From an optimization exercise on the open Yosys and OpenROAD flow, aimed at small area, a short achievable clock period and few clock cycles per item; shortcuts taken in it are not production practice. In this exercise RTL edits were held to simulation tests only and were not proved equivalent to the original.

run A:
Design fan_speed_controller_top, start of the top module:
module fan_speed_controller_top (
    input  logic        i_clk,
    input  logic        i_rst_n,
    input  logic        psel,
    input  logic        penable,
    input  logic        pwrite,
    input  logic [4:0]  paddr,
    input  logic [31:0] pwdata,
    output logic [31:0] prdata,
    output logic        pready,
    input  logic        i_s_tvalid,
    output logic        o_s_tready,
    input  logic [23:0] i_s_tdata,
    output logic        o_m_tvalid,
    input  logic        i_m_tready,
    output logic [39:0] o_m_tdata
);
Size in the first run: ~6,100 cells after synthesis, ~140 I/O pins, roughly 50,000 um^2 of cells after synthesis.
export LEC_CHECK = 0
export ABC_AREA = 1
export CAP_MARGIN = 20
export CORE_MARGIN = 2
export CORE_UTILIZATION = 40
export SETUP_SLACK_MARGIN = 5
export SLEW_MARGIN = 20
create_clock -name core_clock -period 10.0 [get_ports {i_clk}]
standard.sh (not shown) runs the stock make flow with config.mk's settings and CLKGATE_MAP_FILE= SYNTH_SCRIPT=/design/flow/synth_recipe.tcl, a recipe that flattens the netlist after the stock synthesis.
==> flow/flow/run.sh <==
#!/bin/bash
# Standard synthesis, then an inverter-pushing pass over the full adders of
# the mapped netlist (flow/invpush.py), then the standard layout from there.
set -e
set -o pipefail
cp standard.sh standard_sh_copy.log
bash standard.sh synth > synth_run.log 2>&1
RES=$(dirname "$(find orfs/results -name 1_2_yosys.v | head -1)")
cp "$RES/1_2_yosys.v" 1_2_yosys_standard.v.log
python3 flow/invpush.py 1_2_yosys_standard.v.log > invpush_out.v 2> invpush.log
cp invpush_out.v "$RES/1_2_yosys.v"
rm -f "$RES/1_synth.odb" "$RES/1_synth.sdc"
bash standard.sh finish > finish_run.log 2>&1
==> flow/flow/invpush.py <==
#!/usr/bin/env python3
# Removes inverters around full-adder cells in a mapped sky130 netlist.
# A full adder is self-dual: fa(~a, ~b, ~c) = (~cout, ~sum). Each fa cell may
# be "flipped" (all three inputs and both outputs complemented); the pass picks
# flips that reduce the number of inverters, then rebuilds the inverters that
# are still needed (one per signal and polarity). Registers are not touched.
import re
import sys
from collections import defaultdict

src = open(sys.argv[1]).read()

inst_re = re.compile(r'^  (sky130_fd_sc_hd__\w+)\s+(\S+(?: )?)\s*\((.*?)\);\n', re.S | re.M)
pin_re = re.compile(r'\.(\w+)\(\s*(.*?)\s*\)(?=\s*(?:,|$))', re.S)

OUT_PINS = {'X', 'Y', 'Q', 'Q_N', 'SUM', 'COUT', 'HI', 'LO'}

cells = []
for m in inst_re.finditer(src):
    typ, name, body = m.group(1), m.group(2), m.group(3)
    pins = [(p, n.strip()) for p, n in pin_re.findall(body)]
    cells.append(dict(typ=typ, name=name, pins=pins, span=m.span()))

# module ports
hdr = re.search(r'module\s+\S+\s*\((.*?)\);', src, re.S)
ports = set()
for m in re.finditer(r'^\s*(input|output)\s+(\[[^\]]*\]\s*)?(.*?);', src, re.M):
    for n in m.group(3).split(','):
        ports.add(n.strip())

def base(net):
    n = net.strip()
    if n.startswith('\\'):
        return n
    return re.sub(r'\[\d+\]$', '', n)

# assigns count as loads of their right-hand side
assign_loads = []
for m in re.finditer(r'^\s*assign\s+(.*?)\s*=\s*(.*?)\s*;', src, re.M):
    assign_loads.append(m.group(2).strip())

driver = {}
for i, c in enumerate(cells):
    for p, n in c['pins']:
        if p in OUT_PINS:
            driver[n] = (i, p)

def is_inv(c):
    return re.match(r'sky130_fd_sc_hd__(inv|clkinv)_\d+$', c['typ']) is not None

def is_fa(c):
    return re.match(r'sky130_fd_sc_hd__fa_\d+$', c['typ']) is not None

pin_of = lambda c, p: dict(c['pins'])[p]

# inverters we may remove: output is not a port and not used by an assign
removable = set()
for i, c in enumerate(cells):
    if is_inv(c):
        y = pin_of(c, 'Y')
        if base(y) in ports or y in assign_loads:
            continue
        removable.add(i)

memo = {}
def resolve(net):
    if net in memo:
        return memo[net]
    d = driver.get(net)
    if d is not None and d[0] in removable:
        r, pol = resolve(pin_of(cells[d[0]], 'A'))
        res = (r, pol ^ 1)
    else:
        res = (net, 0)
    memo[net] = res
    return res

fa_idx = [i for i, c in enumerate(cells) if is_fa(c)]
fa_of_root = {}
for i in fa_idx:
    for p, n in cells[i]['pins']:
        if p in ('SUM', 'COUT'):
            fa_of_root[n] = i

# loads: (cell index, pin, root, pol)
loads = []
for i, c in enumerate(cells):
    if i in removable:
        continue
    for p, n in c['pins']:
        if p in OUT_PINS:
            continue
        r, pol = resolve(n)
        loads.append((i, p, r, pol))

x = defaultdict(int)   # flip per fa cell index
fa_set = set(fa_idx)

by_root = defaultdict(list)
for k, (i, p, r, pol) in enumerate(loads):
    by_root[r].append(k)

def need(k):
    i, p, r, pol = loads[k]
    v = pol
    if i in fa_set:
        v ^= x[i]
    f = fa_of_root.get(r)
    if f is not None:
        v ^= x[f]
    return v

def root_cost(r):
    ks = by_root[r]
    return 1 if any(need(k) for k in ks) else 0

# roots touched by a flip of fa i: its input roots and its output roots
touch = {}
for i in fa_idx:
    rs = set()
    for p, n in cells[i]['pins']:
        if p in OUT_PINS:
            rs.add(n)
        else:
            rs.add(resolve(n)[0])
    touch[i] = rs

def total():
    return sum(root_cost(r) for r in by_root)

before = total()
changed = True
it = 0
while changed and it < 50:
    changed = False
    it += 1
    for i in fa_idx:
        rs = touch[i]
        c0 = sum(root_cost(r) for r in rs)
        x[i] ^= 1
        c1 = sum(root_cost(r) for r in rs)
        if c1 < c0:
            changed = True
        else:
            x[i] ^= 1
after = total()

# rebuild: every load pin gets the root net or its complement
neg_net = {}
new_cells = []
def neg(r):
    if r not in neg_net:
        k = len(neg_net)
        nn = 'ipush_n%d' % k
        neg_net[r] = nn
        ra = r + ' ' if r.startswith('\\') else r
        new_cells.append('  sky130_fd_sc_hd__inv_1 ipush_i%d (\n    .A(%s),\n    .Y(%s)\n  );\n' % (k, ra, nn))
    return neg_net[r]

newpins = {}
for k, (i, p, r, pol) in enumerate(loads):
    newpins[(i, p)] = neg(r) if need(k) else r

out = []
last = 0
for i, c in enumerate(cells):
    s, e = c['span']
    out.append(src[last:s])
    last = e
    if i in removable:
        continue
    parts = []
    for p, n in c['pins']:
        nn = newpins.get((i, p), n)
        if nn.startswith('\\'):
            nn = nn + ' '
        parts.append('    .%s(%s)' % (p, nn))
    out.append('  %s %s (\n%s\n  );\n' % (c['typ'], c['name'].strip() + (' ' if c['name'].startswith('\\') else ''), ',\n'.join(parts)))
tail = src[last:]
decl = ''.join('  wire %s;\n' % nn for nn in neg_net.values())
tail = tail.replace('endmodule', ''.join(new_cells) + 'endmodule', 1)
out.append(tail)
res = ''.join(out)
h = hdr.end()
res = res[:h] + '\n' + decl + res[h:]
sys.stdout.write(res)
sys.stderr.write('invpush: %d fa cells, %d flipped, %d removable inverters, %d inverters after (cost %d -> %d)\n'
                 % (len(fa_idx), sum(x[i] for i in fa_idx), len(removable), len(neg_net), before, after))
Testbench counts of run A, summed over its fixed seeds: cycles 13,664, items 12,800.
> inputs changed (run A -> run B)
- SETUP_SLACK_MARGIN now 4.8, was 5
-- flow/flow/run.sh --
<<< run A, line 3
# the mapped netlist (flow/invpush.py), then the standard layout from there.
>>> run B, line 3
# the mapped netlist (flow/invpush.py), then the standard layout from there,
# with plain buffers (not delay buffers) as the port buffers.
<<< run A, line 10
python3 flow/invpush.py 1_2_yosys_standard.v.log > invpush_out.v 2> invpush.log
>>> run B, line 11
python3 flow/invpush.py 1_2_yosys_standard.v.log 1500 > invpush_out.v 2> invpush.log
<<< run A, line 13
bash standard.sh finish > finish_run.log 2>&1
>>> run B, line 14
sed 's/"\${@:-finish}"/"BUFFER_PORTS_ARGS=-buffer_cell sky130_fd_sc_hd__buf_2" "${@:-finish}"/' standard.sh > standard_ports.sh
cp standard_ports.sh standard_ports_sh_copy.log
bash standard_ports.sh finish > finish_run.log 2>&1
-- flow/flow/invpush.py --
<<< run A, line 146
>>> run B, line 146
# escape local minima: random restarts of single/pair flips, keep the best
import random
rng = random.Random(1)
best = total()
bestx = dict(x)
for rnd in range(int(sys.argv[2]) if len(sys.argv) > 2 else 0):
    i = rng.choice(fa_idx)
    rs = set(touch[i])
    # flip i and its fa neighbours that share a root, then re-settle greedily
    grp = [i] + [fa_of_root[r] for r in touch[i] if r in fa_of_root and rng.random() < 0.5]
    for g in grp:
        x[g] ^= 1
    changed = True
    while changed:
        changed = False
        for j in fa_idx:
            r2 = touch[j]
            c0 = sum(root_cost(r) for r in r2)
            x[j] ^= 1
            c1 = sum(root_cost(r) for r in r2)
            if c1 < c0:
                changed = True
            else:
                x[j] ^= 1
    t = total()
    if t < best:
        best = t
        bestx = dict(x)
    else:
        x.clear()
        x.update(bestx)
[summary]
Run B finished end to end and its layout was clean on timing, DRC and antenna. Compared with run A, run B shows number of filler cells placed in the layout higher by about 0.6%. Final weighted congestion of routability-driven global placement: run B < run A. The lower worst-skew pair later-pin latency of run A and run B is in run B. Against run A, run B reports a length of the first detailed-routing pass in iterations that is lower. Arrival time at the worst endpoint: run B vs run A up 0.14 ns. Summary of run B over run A: synthesized cell count went down. The standard cell with the maximum stage delay on the critical path comes out sky130_fd_sc_hd__fa_2 in one run and sky130_fd_sc_hd__edfxtp_1 in the other, namely in run A and run B respectively. Vertical die dimension across run A and run B: no real change.
## Diff of input files: run C against run B
- SETUP_SLACK_MARGIN: 4.8 -> 5
==> flow/flow/run.sh <==
#!/bin/bash
# Standard synthesis, then an inverter-pushing pass over the full adders of
# the mapped netlist (flow/invpush.py), then the standard layout from there
# with repair_timing aiming at a larger setup margin.
set -e
set -o pipefail
cp standard.sh standard_sh_copy.log
bash standard.sh synth > synth_run.log 2>&1
RES=$(dirname "$(find orfs/results -name 1_2_yosys.v | head -1)")
cp "$RES/1_2_yosys.v" 1_2_yosys_standard.v.log
python3 flow/invpush.py 1_2_yosys_standard.v.log > invpush_out.v 2> invpush.log
cp invpush_out.v "$RES/1_2_yosys.v"
rm -f "$RES/1_synth.odb" "$RES/1_synth.sdc"
sed 's/SETUP_SLACK_MARGIN=[0-9.]*/SETUP_SLACK_MARGIN=5.6/' standard.sh > standard_margin.sh
bash standard_margin.sh finish > finish_run.log 2>&1
-- flow/flow/invpush.py --
<<< run B, line 146
# escape local minima: random restarts of single/pair flips, keep the best
import random
rng = random.Random(1)
best = total()
bestx = dict(x)
for rnd in range(int(sys.argv[2]) if len(sys.argv) > 2 else 0):
    i = rng.choice(fa_idx)
    rs = set(touch[i])
    # flip i and its fa neighbours that share a root, then re-settle greedily
    grp = [i] + [fa_of_root[r] for r in touch[i] if r in fa_of_root and rng.random() < 0.5]
    for g in grp:
        x[g] ^= 1
    changed = True
    while changed:
        changed = False
        for j in fa_idx:
            r2 = touch[j]
            c0 = sum(root_cost(r) for r in r2)
            x[j] ^= 1
            c1 = sum(root_cost(r) for r in r2)
            if c1 < c0:
                changed = True
            else:
                x[j] ^= 1
    t = total()
    if t < best:
        best = t
        bestx = dict(x)
    else:
        x.clear()
        x.update(bestx)
>>> run C, line 146
Notes after the runs:
When the final numbers for run B and run C were put side by side, the overall global routing resource usage turned out to be greater in run C.
On core utilization: run C sits above run B.
Taking run B over run C, the number of filler cells placed in the layout ratio works out to 1.06.
Run C vs run B — count of standard-cell rows rose 0.78%.
The wire length of the first global-routing pass of run C was inferior to that of run B.
Run C: met3 wire length higher than run B

what the ideal ports hide:
The flow's constraints put no driver on any port. The routed layouts listed below were extracted and timed again, unchanged, in two steps.
Step 1 sets driving cells, clkbuf_16 on the clock port and buf_2 on the other inputs (assumed; they add their load-dependent delay and slew).
Step 2 also shifts input and output timing later by t, the mid clock arrival at the registers, as if the neighbouring blocks saw the same clock.
Three values: ideal, step 1, step 2; two values: the first two.
| run | t, ns | setup WS [ns] | pins driven straight from the clock port |
|---|---|---|---|
| run A | 0.726 | 5.049 / 5.043 / 4.964 | 1 |
| run B | 0.712 | 4.899 / 4.899 / 4.899 | 1 |
| run C | 0.742 | 5.059 / 5.059 / 5.009 | 1 |
After both steps setup and hold are still met in every run listed. For run A, which loses most, drivers alone change the setup slack by -0.006 ns; drivers and shift together by -0.085 ns.
